From an optimization exercise on the open Yosys and OpenROAD flow, aimed at small area, a short achievable clock period and few clock cycles per item; shortcuts taken in it are not production practice.
Only simulation tests tie the RTL to the original design; equivalence was not proved.

==> flow/design.v <==
`timescale 1ns/1ps
package mul_pkg;
   typedef logic [16-1:0] operand_t;
   typedef logic [8-1:0] lane_t;
   typedef logic [2*16-1:0] product_t;
   typedef logic [16-1:0] pp_row_t;
   typedef logic [16*16-1:0] pp_matrix_t;
endpackage
`timescale 1ns/1ps
module pp_gen_stage (
   input  logic                 clk,
   input  logic                 arst_n,
   input  logic                 in_valid,
   input  logic                 para_mode,
   input  mul_pkg::operand_t    a,
   input  mul_pkg::operand_t    b,
   output logic                 out_valid,
   output logic                 out_para_mode,
   output mul_pkg::pp_matrix_t  out_pp,
   output mul_pkg::product_t    out_sum,
   output mul_pkg::product_t    out_carry
);
   mul_pkg::lane_t      a_lo;
   mul_pkg::lane_t      a_hi;
   mul_pkg::operand_t   a_low_rows;     
   mul_pkg::operand_t   a_high_rows;
   mul_pkg::pp_matrix_t pp_next;
   logic                valid_q;
   logic                mode_q;
   mul_pkg::pp_matrix_t pp_q;
   assign a_lo = a[8-1:0];
   assign a_hi = a[16-1:8];
   assign a_low_rows  = para_mode ? mul_pkg::operand_t'(a_lo) : a;
   assign a_high_rows = para_mode ? {a_hi, {8{1'b0}}} : a;
   for (genvar r = 0; r < 16; r++) begin : g_pp
      if (r < 8) begin : g_lo
         assign pp_next[r*16 +: 16] = a_low_rows & {16{b[r]}};
      end else begin : g_hi
         assign pp_next[r*16 +: 16] = a_high_rows & {16{b[r]}};
      end
   end
   always_ff @(posedge clk or negedge arst_n) begin
      if (!arst_n) begin
         valid_q <= 1'b0;
      end else begin
         valid_q <= in_valid;
      end
   end
   always_ff @(posedge clk) begin
      if (in_valid) begin
         mode_q <= para_mode;
         pp_q   <= pp_next;
      end
   end
   assign out_valid     = valid_q;
   assign out_para_mode = mode_q;
   assign out_pp        = pp_q;
   assign out_sum       = '0;    
   assign out_carry     = '0;
endmodule
`timescale 1ns/1ps
module csa_row_stage #(
   parameter int FIRST_ROW = 0,
   parameter int NUM_ROWS  = 8
) (
   input  logic                 clk,
   input  logic                 arst_n,
   input  logic                 in_valid,
   input  logic                 in_para_mode,
   input  mul_pkg::pp_matrix_t  in_pp,
   input  mul_pkg::product_t    in_sum,
   input  mul_pkg::product_t    in_carry,
   output logic                 out_valid,
   output logic                 out_para_mode,
   output mul_pkg::pp_matrix_t  out_pp,
   output mul_pkg::product_t    out_sum,
   output mul_pkg::product_t    out_carry
);
   localparam int PW = 2 * 16;
   mul_pkg::product_t   sum_chain   [NUM_ROWS+1];
   mul_pkg::product_t   carry_chain [NUM_ROWS+1];
   mul_pkg::pp_matrix_t pp_left;
   logic                valid_q;
   logic                mode_q;
   mul_pkg::product_t   sum_q;
   mul_pkg::product_t   carry_q;
   mul_pkg::pp_matrix_t pp_q;
   assign sum_chain[0]   = in_sum;
   assign carry_chain[0] = in_carry;
   for (genvar k = 0; k < NUM_ROWS; k++) begin : g_row
      mul_pkg::product_t addend;
      mul_pkg::product_t c_in;
      mul_pkg::product_t s_in;
      assign addend = mul_pkg::product_t'(in_pp[(FIRST_ROW+k)*16 +: 16]) << (FIRST_ROW + k);
      assign c_in   = {carry_chain[k][PW-2:0], 1'b0};    
      assign s_in   = sum_chain[k];
      assign sum_chain[k+1]   = s_in ^ c_in ^ addend;
      assign carry_chain[k+1] = (s_in & c_in)
                              | (s_in & addend)
                              | (c_in & addend);
   end
   for (genvar r = 0; r < 16; r++) begin : g_left
      if (r >= FIRST_ROW && r < FIRST_ROW + NUM_ROWS) begin : g_spent
         assign pp_left[r*16 +: 16] = '0;
      end else begin : g_keep
         assign pp_left[r*16 +: 16] = in_pp[r*16 +: 16];
      end
   end
   always_ff @(posedge clk or negedge arst_n) begin
      if (!arst_n) begin
         valid_q <= 1'b0;
      end else begin
         valid_q <= in_valid;
      end
   end
   always_ff @(posedge clk) begin
      if (in_valid) begin
         mode_q  <= in_para_mode;
         sum_q   <= sum_chain[NUM_ROWS];
         carry_q <= carry_chain[NUM_ROWS];
         pp_q    <= pp_left;
      end
   end
   assign out_valid     = valid_q;
   assign out_para_mode = mode_q;
   assign out_pp        = pp_q;
   assign out_sum       = sum_q;
   assign out_carry     = carry_q;
endmodule
`timescale 1ns/1ps
module cpa_stage (
   input  logic                 clk,
   input  logic                 arst_n,
   input  logic                 in_valid,
   input  logic                 in_para_mode,
   input  mul_pkg::pp_matrix_t  in_pp,
   input  mul_pkg::product_t    in_sum,
   input  mul_pkg::product_t    in_carry,    
   output logic                 out_valid,
   output mul_pkg::product_t    p
);
   localparam int PW = 2 * 16;
   mul_pkg::product_t c_shift;
   mul_pkg::product_t p_next;
   assign c_shift = {in_carry[PW-2:0], 1'b0};
   logic [PW:0] cy;
   assign cy[0] = 1'b0;
   for (genvar i = 0; i < PW; i++) begin : g_rip
      assign p_next[i] = in_sum[i] ^ c_shift[i] ^ cy[i];
      assign cy[i+1]   = (in_sum[i] & c_shift[i])
                       | (in_sum[i] & cy[i])
                       | (c_shift[i] & cy[i]);
   end
   always_ff @(posedge clk or negedge arst_n) begin
      if (!arst_n) begin
         out_valid <= 1'b0;
      end else begin
         out_valid <= in_valid;
      end
   end
   always_ff @(posedge clk) begin
      if (in_valid) begin
         p <= p_next;    
      end
   end
endmodule
`timescale 1ns/1ps
module array_mul_top (
   input  logic              clk,
   input  logic              arst_n,
   input  logic              in_valid,
   input  logic              para_mode,
   input  mul_pkg::operand_t a,
   input  mul_pkg::operand_t b,
   output logic              out_valid,
   output mul_pkg::product_t p
);
   logic                pp_valid,  pp_mode;
   mul_pkg::pp_matrix_t pp_pp;
   mul_pkg::product_t   pp_sum,    pp_carry;
   logic                mid_valid, mid_mode;
   mul_pkg::pp_matrix_t mid_pp;
   mul_pkg::product_t   mid_sum,   mid_carry;
   logic                red_valid, red_mode;
   mul_pkg::pp_matrix_t red_pp;
   mul_pkg::product_t   red_sum,   red_carry;
   pp_gen_stage pp_gen_stage_i (
      .clk           (clk),
      .arst_n        (arst_n),
      .in_valid      (in_valid),
      .para_mode     (para_mode),
      .a             (a),
      .b             (b),
      .out_valid     (pp_valid),
      .out_para_mode (pp_mode),
      .out_pp        (pp_pp),
      .out_sum       (pp_sum),
      .out_carry     (pp_carry)
   );
   csa_row_stage #(
      .FIRST_ROW (0),
      .NUM_ROWS  (8)
   ) csa_row_stage_0_i (
      .clk           (clk),
      .arst_n        (arst_n),
      .in_valid      (pp_valid),
      .in_para_mode  (pp_mode),
      .in_pp         (pp_pp),
      .in_sum        (pp_sum),
      .in_carry      (pp_carry),
      .out_valid     (mid_valid),
      .out_para_mode (mid_mode),
      .out_pp        (mid_pp),
      .out_sum       (mid_sum),
      .out_carry     (mid_carry)
   );
   csa_row_stage #(
      .FIRST_ROW (8),
      .NUM_ROWS  (8)
   ) csa_row_stage_1_i (
      .clk           (clk),
      .arst_n        (arst_n),
      .in_valid      (mid_valid),
      .in_para_mode  (mid_mode),
      .in_pp         (mid_pp),
      .in_sum        (mid_sum),
      .in_carry      (mid_carry),
      .out_valid     (red_valid),
      .out_para_mode (red_mode),
      .out_pp        (red_pp),
      .out_sum       (red_sum),
      .out_carry     (red_carry)
   );
   cpa_stage cpa_stage_i (
      .clk          (clk),
      .arst_n       (arst_n),
      .in_valid     (red_valid),
      .in_para_mode (red_mode),
      .in_pp        (red_pp),
      .in_sum       (red_sum),
      .in_carry     (red_carry),
      .out_valid    (out_valid),
      .p            (p)
   );
endmodule
==> flow/run.sh <==
#!/bin/bash
# synth_recipe.tcl (not shown) runs the flow's synth.tcl, then flattens the netlist and writes it again
# the make line also repeats each setting of config.mk as NAME=value (left out here)
make -C /OpenROAD-flow-scripts/flow DESIGN_CONFIG=/design/flow/config.mk WORK_HOME=/design/flow/orfs CLKGATE_MAP_FILE= SYNTH_SCRIPT=/design/flow/synth_recipe.tcl finish
==> flow/config.mk <==
export PLATFORM = sky130hd
export DESIGN_NAME = array_mul_top
export DESIGN_NICKNAME = array_mul_top
export VERILOG_FILES = /design/flow/design.v
export SDC_FILE = /design/flow/constraint.sdc
export NUM_CORES = 4
export LEC_CHECK = 0
export CAP_MARGIN = 20
export CORE_MARGIN = 2
export CORE_UTILIZATION = 40
export SLEW_MARGIN = 20
==> flow/constraint.sdc <==
create_clock -name core_clock -period 6.0 [get_ports {clk}]
set_input_delay 1.2000 -clock core_clock [delete_from_list [all_inputs] [get_ports {clk}]]
set_output_delay 1.2000 -clock core_clock [all_outputs]
set_load 0.01 [all_outputs]
==> results.txt <==
-- final timing paths --
path / end / startpoint / cells past startpoint / slack, ns
max in group asynchronous: pp_gen_stage_i.valid_q / arst_n / 1 / 5.01
max: cpa_stage_i.p[30] / csa_row_stage_1_i.carry_q[15] / 17 / 0.17
min in group asynchronous: pp_gen_stage_i.valid_q / arst_n / 1 / 0.81
max reg2reg: cpa_stage_i.p[30] / csa_row_stage_1_i.carry_q[15] / 17 / 0.17
min reg2reg: csa_row_stage_0_i.pp_q[189] / pp_gen_stage_i.pp_q[189] / 0 / 0.41
min: csa_row_stage_0_i.pp_q[189] / pp_gen_stage_i.pp_q[189] / 0 / 0.41
-- cell type report --
| type | count | area [um2] |
|---|---|---|
| Fill cell | 4734 | 30300 |
| Timing Repair Buffer | 75 | 758 |
| Sequential cell | 504 | 15100 |
| Tap cell | 756 | 946 |
| Clock inverter | 29 | 293 |
| Inverter | 145 | 544 |
| Multi-Input combinational cell | 496 | 6630 |
| Clock buffer | 66 | 1420 |
-- flip-flops by register name, indices dropped and copies added (netlist names) --
register / cells
csa_row_stage_1_i.carry_q: 15
pp_gen_stage_i.pp_q: 256
csa_row_stage_0_i.sum_q: 23
cpa_stage_i.p: 32
csa_row_stage_1_i.sum_q: 31
csa_row_stage_0_i.pp_q: 128
csa_row_stage_1_i.valid_q: 1
csa_row_stage_0_i.valid_q: 1
csa_row_stage_0_i.carry_q: 15
cpa_stage_i.out_valid: 1
pp_gen_stage_i.valid_q: 1
-- per-stage QoR --
stage,setup slack (ns),utilization [%]
after floorplan,0.0252,-
after global placement,-0.190,42.8
after detailed placement,-0.206,42.8
after CTS,0.00769,45.9
after global routing,0.0140,45.9
final,0.172,45.9
-- cell usage in the layout (no fill, tap or decap) --
master	instances
clkdlybuf4s50_1	66
inv_6	1
fa_1	213
and3b_1	128
clkinv_2	10
edfxtp_1	500
clkinvlp_4	1
clkinv_4	1
dfrtp_4	1
dfrtp_1	2
buf_2	1
buf_12	2
buf_4	5
dfrtp_2	1
clkbuf_1	11
bufinv_16	6
buf_8	1
inv_1	145
and2_1	128
clkbuf_16	55
ha_1	16
clkinv_1	10
fa_2	11
-- cell families (layout without fill, tap and decap cells) --
logic type / count (synthesis) / after routing / synth area share, %
adders and majority gates: 240 / 240 / 20.8
buffers and inverters: 191 / 315 / 3.63
DFF: 504 / 504 / 67.1
and+or+nand+nor: 256 / 256 / 8.53
-- layer usage --
layer | part of all wire (%) | GRT usage, % | routed length (um)
met1 | 48 | 18.6 | 16900
met2 | 45 | 19.4 | 15900
met3 | 4.8 | 3.25 | 1700
met4 | 2.1 | 3.61 | 734
met5 | 0.18 | 0 | 62
-- timing repair --
action,in CTS,in global routing
cloned,0,0
gates resized for setup,5,3
setup endpoints to repair,2,1
hold buffers,0,0
==> flow_summary.toml <==
[floorplanning]
core-area_um2 = 56100
start_util_pct = 40.2
io_pins = 69
die_w_um = 241
dieHeight_um = 241
rows = 87
dieArea_um2 = 58300

[logic_synthesis]
yosys_warnings = 8
yosysMostFrequentCell = "edfxtp_1"
yosysTopAreaCellShare_pct = 66.6
synth_common_cells = "edfxtp_1, fa_1, inv_1"
synth-seq-cells = 504
syn-num-nets = 1467
yosysTopAreaCell = "edfxtp_1"
syn_area_per_cell_um2 = 18.9
post_synth_num_cell_types = 10
synth-edff-count = 500
ys_seq_area_share_pct = 67.1
synth_cells = 1191
synthArstFlopShare_pct = 0.794
synthFlopType = "edfxtp_1"
synth_area_um2 = 22500
synthTopCellsByArea = "edfxtp_1, fa_1, and3b_1"

[critical_path]
crit_path_cell_trace = "ha_1, fa_1, fa_2, fa_2, fa_2, fa_2, fa_2, fa_2, fa_2, fa_2, fa_2, fa_2, fa_2, fa_1, inv_1, fa_1, inv_1"
cp_common_cell = "fa_2"
crit_fanout = 1
path_class = "reg -> reg"
crit_arrival_ns = 6.28
crit_path_end_kind = "register"
critPathBufInv = 2
path_delay_family = "adder cells"
worstPathRequired_ns = 6.45
max_stage_delay_ns = 0.40
slowest_stage = "fa_1"
cp-start-kind = "register"

[layout]
drive_gt1_share_pct = 7.30
nets = 1551
diodes = 0
area_growth_pct = 14.1
stdcell_count = 2071
final_cell_area_um2 = 25700

[placed_design]
portBuffers = 68
dpl.hpwl_um = 23700
placed_area_um2 = 24000
finalWeightedCongestion = 0.681
placedCellCount = 1976

[global_routing]
grt_pass1_wl_um = 58100
grt_pass1_vias = 10400
grt_max_degree = 168
grt_use_total_pct = 12.9
grt_overflow = 0
antenna_found_initial = 5

[cts]
cts_sinks = 504
cts_tree = "built"
h-tree-depth = 2
post_cts_buffers = 0
clock_latency_ns = 0.59
cts.clk_slew.worst_paths_ns = 0.06
max-clock-path-buffers = 3
cts-root-buf = "clkbuf_16"
cts_made_buffers = 53

[timing]
fin_crit_ns = 5.83
finalCritPeriodShare_pct = 97.1
rsz0062_at_grt = "false"
tns_ns = 0
slew_headroom_pct = 32.7
final_max_slew_viol_count = 0
whs_ns = 0.410
setup_viol = 0
max_freq_mhz = 172
worstMarginPinSlew_ns = 1.01
finalHoldViolCount = 0
skew_ns = 0.0151

[flow_run]
cap_violations = 0

[drt]
via_per_inst = 4.52
finalWirelength_um = 35300
routedWlPerCell_um = 17.1
drt_iter0_drc = 569
via_count = 9369
drc_errors = 0
ant_nets = 0
firstDrtPassIters = 6

[status]
run_status = "no timing/DRC/antenna violations"

[hold_path]
min_path_type = "reg -> reg"
Testbench counts, summed over its fixed seeds: cycles 4,024, items 4,000.

re-timing with driven ports:
Ports are ideal in the flow. The routed layout listed here was re-timed in OpenROAD.
Step 1 assumes that a clkbuf_16 drives the clock port and a buf_2 every other input.
Step 2 also shifts input and output timing later by t, the mid clock arrival at the registers, as if the neighbouring blocks saw the same clock.
Slacks: no drivers / after step 1 / after step 2; pairs: no drivers / after step 1.
shift t [ns]: 0.637
setup WS [ns]: 0.172 / 0.172 / 0.172
worst setup path after step 2: register to register
worst slew at a driven data input, ns: 0.10
cell pins on the clock port's net: 1
After both steps this run still meets setup and hold. For this run, drivers alone change the setup slack by 0.000 ns; drivers and shift together by 0.000 ns.
